This is an optimization exercise on Yosys and OpenROAD, whose aim is small area, a short achievable clock period and few clock cycles per item, not a production implementation.
No activity file was given, so power comes from the tool's default toggle rates.

==> inputs of job 3684 <==
Design math_expression_tokenizer, start of the top module:
module math_expression_tokenizer #(
	parameter int MANTISSA_BITS = 48,
	parameter int DEPTH_BITS = 8
) (
	input  logic clk,
	input  logic arst_n,
	input  logic chars_valid,
	output logic chars_ready,
	input  logic [7:0] chars_character,
	output logic tokens_valid,
	input  logic tokens_ready,
	output logic [4:0] tokens_token_kind,
	output logic [47:0] tokens_number_mantissa,
	output logic [3:0] tokens_fraction_digits,
	output logic [1:0] tokens_status,
	output logic tokens_last,
	input  logic cfg_valid,
	output logic cfg_ready,
	input  logic cfg_comma_decimal_mark
);
	localparam int C_DIG  = 0;
	localparam int C_ALP  = 1;
	localparam int C_SP   = 2;
	localparam int C_ZERO = 3;
	localparam int C_MARK = 4;
	localparam int C_OP   = 5;
	logic        mark_q;
	logic        r0_v, r1_v;
	logic [5:0]  r0_cls, r1_cls, in_cls;
	logic [3:0]  r0_code, r1_code, in_code;
	logic        accept, go;
	logic        q_hp0, q_hp1, num_held;
	logic        push_a, push_b;
	logic [4:0]  kind_a, kind_b;
	logic [1:0]  status_b;
	logic        q0_num;
	logic [47:0] acc;
	logic [3:0]  frac;
	logic [7:0]  ch;
	assign cfg_ready = 1'b1;
	assign chars_ready = !r1_v;
	assign accept = chars_valid && !r1_v;
	assign ch = chars_character;
	always_comb begin
		in_cls = '0;
		in_code = 4'd0;
		in_cls[C_DIG] = ch >= "0" && ch <= "9";
		in_cls[C_ALP] = (ch >= "a" && ch <= "z") || (ch >= "A" && ch <= "Z");
		in_cls[C_SP] = ch == " " || (ch >= 8'd9 && ch <= 8'd13);
		in_cls[C_ZERO] = ch == 8'd0;
		in_cls[C_MARK] = mark_q ? (ch == ",") : (ch == ".");
		if (in_cls[C_DIG]) in_code = ch[3:0];
		case (ch)
			"s": in_code = 4'd1;
			"i": in_code = 4'd2;
			"n": in_code = 4'd3;
			"c": in_code = 4'd4;
			"o": in_code = 4'd5;
			"t": in_code = 4'd6;
			"a": in_code = 4'd7;
			"b": in_code = 4'd8;
			"q": in_code = 4'd9;
			"r": in_code = 4'd10;
			"p": in_code = 4'd11;
			"e": in_code = 4'd12;
			"h": in_code = 4'd13;
			"x": in_code = 4'd14;
			"+": begin in_cls[C_OP] = 1'b1; in_code = 4'd0; end
			"-": begin in_cls[C_OP] = 1'b1; in_code = 4'd1; end
			"*": begin in_cls[C_OP] = 1'b1; in_code = 4'd2; end
			"/": begin in_cls[C_OP] = 1'b1; in_code = 4'd3; end
			"^": begin in_cls[C_OP] = 1'b1; in_code = 4'd4; end
			"(": begin in_cls[C_OP] = 1'b1; in_code = 4'd5; end
			")": begin in_cls[C_OP] = 1'b1; in_code = 4'd6; end
			default: ;
		endcase
	end
  ...
clock: 5.3 ns
lec_check: 0
cap_margin: 20
core_margin: 2
core_utilization: 40
setup_slack_margin: 1.5
slew_margin: 20
run.sh (not shown) runs the stock make flow with config.mk's settings and CLKGATE_MAP_FILE= SYNTH_SCRIPT=/design/flow/synth_recipe.tcl, a recipe that flattens the netlist after the stock synthesis.
==> inputs of job 7508, as changes to job 3684 <==
--- a/flow/design.v
+++ b/flow/design.v
@@ -13,16 +13,17 @@
 	input  logic        is_mark,
 	input  logic        is_op,
 	input  logic [3:0]  code,
 	input  logic        room0,
 	input  logic        room1,
 	input  logic        num_held,
 	output logic        go,
 	output logic        push_a,
+	output logic        num_a,
 	output logic [4:0]  kind_a,
 	output logic        push_b,
 	output logic [4:0]  kind_b,
 	output logic [1:0]  status_b,
 	output logic [MANTISSA_BITS-1:0] acc,
 	output logic [3:0]  frac
 );
 	localparam logic [4:0] KIND_PLUS   = 5'd11;
@@ -109,16 +110,17 @@
 	logic [DEPTH_BITS-1:0]    depth_q, depth_n, depth_step;
 	logic                     neg_q, neg_n;
 	logic [1:0]               var_q, var_n, v;
 	logic                     mixed_q, mixed_n;
 	logic [3:0] dig;
 	logic [MANTISSA_BITS-1:0] wide, add_x, add_y, acc_val;
 	logic add_c, over, start, take, num, is_kw, fall, err_n;
 	assign dig = code;
+	assign num_a = num;
 	assign num = m_q[M_NUMI] || m_q[M_NUMF];
 	assign start = m_q[M_IDLE] || m_q[M_MARK];
 	assign is_kw = w_q[4] && w_q[3:0] >= 4'd1 && w_q[3:0] <= 4'd10;
 	assign v = w_q[1:0] + 2'd1;
 	assign go = valid && (is_dig ? !(start && num_held)
 		: ((num || m_q[M_WORD]) ? room0 : room1));
 	assign add_x = {acc_q[MANTISSA_BITS-4:0], dig[3] ? 3'b111 : dig[2:0]};
 	assign add_y = {acc_q[MANTISSA_BITS-2:0], dig[3]};
@@ -298,49 +300,50 @@
 	assign s = p ^ {g_l[2*LV][N-2:0], ci};
 endmodule
 `timescale 1ns / 1ps
 module mxt_token_queue (
 	input  logic       clk,
 	input  logic       arst_n,
 	input  logic       go,
 	input  logic       push_a,
+	input  logic       num_a,
 	input  logic [4:0] kind_a,
 	input  logic       push_b,
 	input  logic [4:0] kind_b,
 	input  logic [1:0] status_b,
 	output logic       hp0,
 	output logic       hp1,
 	output logic       num_held,
 	output logic       q0_num,
 	output logic       tokens_valid,
 	input  logic       tokens_ready,
 	output logic [4:0] tokens_token_kind,
 	output logic [1:0] tokens_status
 );
 	logic       v0_q, v1_q;
 	logic [4:0] k0_q, k1_q;
 	logic [1:0] s0_q, s1_q;
+	logic       n0_q, n1_q, t0_n;
 	logic       pop, pa, pb;
 	logic [4:0] t0_k;
 	logic [1:0] t0_s;
-	logic       q1_num;
 	assign pop = v0_q && tokens_ready;
 	assign hp0 = !v1_q && (!v0_q || tokens_ready);
 	assign hp1 = !v1_q || tokens_ready;
-	assign q0_num = k0_q == 5'd0;
-	assign q1_num = k1_q == 5'd0;
-	assign num_held = (v0_q && q0_num && !tokens_ready) || (v1_q && q1_num);
+	assign q0_num = n0_q;
+	assign num_held = (v0_q && n0_q && !tokens_ready) || (v1_q && n1_q);
 	assign tokens_valid = v0_q;
 	assign tokens_token_kind = k0_q;
 	assign tokens_status = s0_q;
 	assign pa = go && push_a;
 	assign pb = go && push_b;
 	assign t0_k = push_a ? kind_a : kind_b;
 	assign t0_s = push_a ? 2'd0 : status_b;
+	assign t0_n = push_a && num_a;
 	always_ff @(posedge clk or negedge arst_n) begin
 		if (!arst_n) begin
 			v0_q <= 1'b0;
 			v1_q <= 1'b0;
 		end else begin
 			if (hp0) begin
 				v0_q <= pa || pb;
 				v1_q <= pa && pb;
@@ -349,26 +352,30 @@
 				v1_q <= pa || pb;
 			end
 		end
 	end
 	always_ff @(posedge clk) begin
 		if (hp0) begin
 			k0_q <= t0_k;
 			s0_q <= t0_s;
+			n0_q <= t0_n;
 			k1_q <= kind_b;
 			s1_q <= status_b;
+			n1_q <= 1'b0;
 		end else begin
 			if (pop) begin
 				k0_q <= k1_q;
 				s0_q <= s1_q;
+				n0_q <= n1_q;
 			end
 			if (pop || !v1_q) begin
 				k1_q <= t0_k;
 				s1_q <= t0_s;
+				n1_q <= t0_n;
 			end
 		end
 	end
 endmodule
 `timescale 1ns / 1ps
 module math_expression_tokenizer #(
 	parameter int MANTISSA_BITS = 48,
 	parameter int DEPTH_BITS = 8
@@ -396,17 +403,17 @@
 	localparam int C_MARK = 4;
 	localparam int C_OP   = 5;
 	logic        mark_q;
 	logic        r0_v, r1_v;
 	logic [5:0]  r0_cls, r1_cls, in_cls;
 	logic [3:0]  r0_code, r1_code, in_code;
 	logic        accept, go;
 	logic        q_hp0, q_hp1, num_held;
-	logic        push_a, push_b;
+	logic        push_a, push_b, num_a;
 	logic [4:0]  kind_a, kind_b;
 	logic [1:0]  status_b;
 	logic        q0_num;
 	logic [47:0] acc;
 	logic [3:0]  frac;
 	logic [7:0]  ch;
 	assign cfg_ready = 1'b1;
 	assign chars_ready = !r1_v;
@@ -486,28 +493,30 @@
 		.is_mark(r0_cls[C_MARK]),
 		.is_op(r0_cls[C_OP]),
 		.code(r0_code),
 		.room0(q_hp0),
 		.room1(q_hp1),
 		.num_held(num_held),
 		.go(go),
 		.push_a(push_a),
+		.num_a(num_a),
 		.kind_a(kind_a),
 		.push_b(push_b),
 		.kind_b(kind_b),
 		.status_b(status_b),
 		.acc(acc),
 		.frac(frac)
 	);
 	mxt_token_queue u_queue (
 		.clk(clk),
 		.arst_n(arst_n),
 		.go(go),
 		.push_a(push_a),
+		.num_a(num_a),
 		.kind_a(kind_a),
 		.push_b(push_b),
 		.kind_b(kind_b),
 		.status_b(status_b),
 		.hp0(q_hp0),
 		.hp1(q_hp1),
 		.num_held(num_held),
 		.q0_num(q0_num),
Settings changed: CTS_BUF_LIST set to sky130_fd_sc_hd__clkbuf_4 sky130_fd_sc_hd__clkbuf_8, CTS_CLUSTER_SIZE set to 30, SETUP_SLACK_MARGIN 1.5 to 2.0.
==> notes.md <==
- Combinational power: job 3684 is lower than job 7508 (about 7.5%).
- Against job 7508, the power of job 3684 is larger by 0.89%.
- In job 3684 the sequential share of layout area is lower than in job 7508, by 0.47 points.
- Final area is about the same in job 7508 and job 3684.
- In job 7508 the maximum frequency is larger than in job 3684, by 6.6%.
- Utilization: job 7508 is lower than job 3684 (0.17 points).
- Final cell count: job 3684 is lower than job 7508 (about 2%).
- Between job 7508 and job 3684, the lower global-route usage is in job 7508 (gap 0.46 points).
==> figures <==
Number of cells produced by synthesis: job 7508 1,014; job 3684 1,022
Met3 WL post-DR: job 7508 822 µm; job 3684 898 µm
Number of buffers and inverters on the critical path: job 7508 0; job 3684 2
CP Data Required Time: job 7508 5.50 ns; job 3684 4.24 ns
Maximum clock skew at final layout: job 7508 0.0176 ns; job 3684 0.0168 ns
Highest clock rate: job 7508 291 MHz; job 3684 273 MHz
Final routed wirelength across all metal layers: job 7508 23.2 mm; job 3684 23.5 mm
Endpoint of the most critical setup path: job 7508 u_lexer.acc_q[46]; job 3684 tokens_number_mantissa[2]
Standby leakage power: job 7508 4.25 nW; job 3684 4.41 nW
DRT iter0 DRCs: job 7508 430; job 3684 471
Critical register-to-register path endpoint: job 7508 u_lexer.acc_q[46]; job 3684 u_lexer.acc_q[35]
Area inside the core boundary: job 7508 22,800 µm²; job 3684 22,700 µm²
Global Route Usage Sum: job 7508 19.5%; job 3684 20.0%
Number of nets in the final layout: job 7508 1,186; job 3684 1,190
Proportion of power drawn by the clock network: job 7508 17.1%; job 3684 23.2%
Run status: job 7508 no timing/DRC/antenna violations; job 3684 no timing/DRC/antenna violations
Worst hold-check slack: job 7508 0.463 ns; job 3684 0.457 ns
No run of this note included a check of the RTL's function; only the layout flow was run.

==> static timing again, ports no longer ideal <==
How much do the figures lean on ideal ports? The routed layouts below were timed once more, with nothing changed but the port constraints. Step 1 sets driving cells, clkbuf_16 on the clock port and buf_2 on the other inputs (assumed; they add their load-dependent delay and slew). Step 2 moves the port delays by t, midway between the first and last clock arrival at a register: inputs arrive t later, outputs are due t later. That takes back most of the time a late clock gives input paths. Three values: ideal, step 1, step 2; two values: the first two.
| run | t (ns) | slack for setup (ns) | worst slew at a driven data input, ns |
|---|---|---|---|
| job 3684 | 0.475 | 1.634 / 1.586 / 1.489 | 0.03 |
| job 7508 | 0.493 | 1.862 / 1.862 / 1.704 | 0.03 |
After both steps every run listed still meets setup and hold. The setup slack of job 7508, which loses most, moves by 0.000 ns with the drivers and by -0.158 ns with both steps.
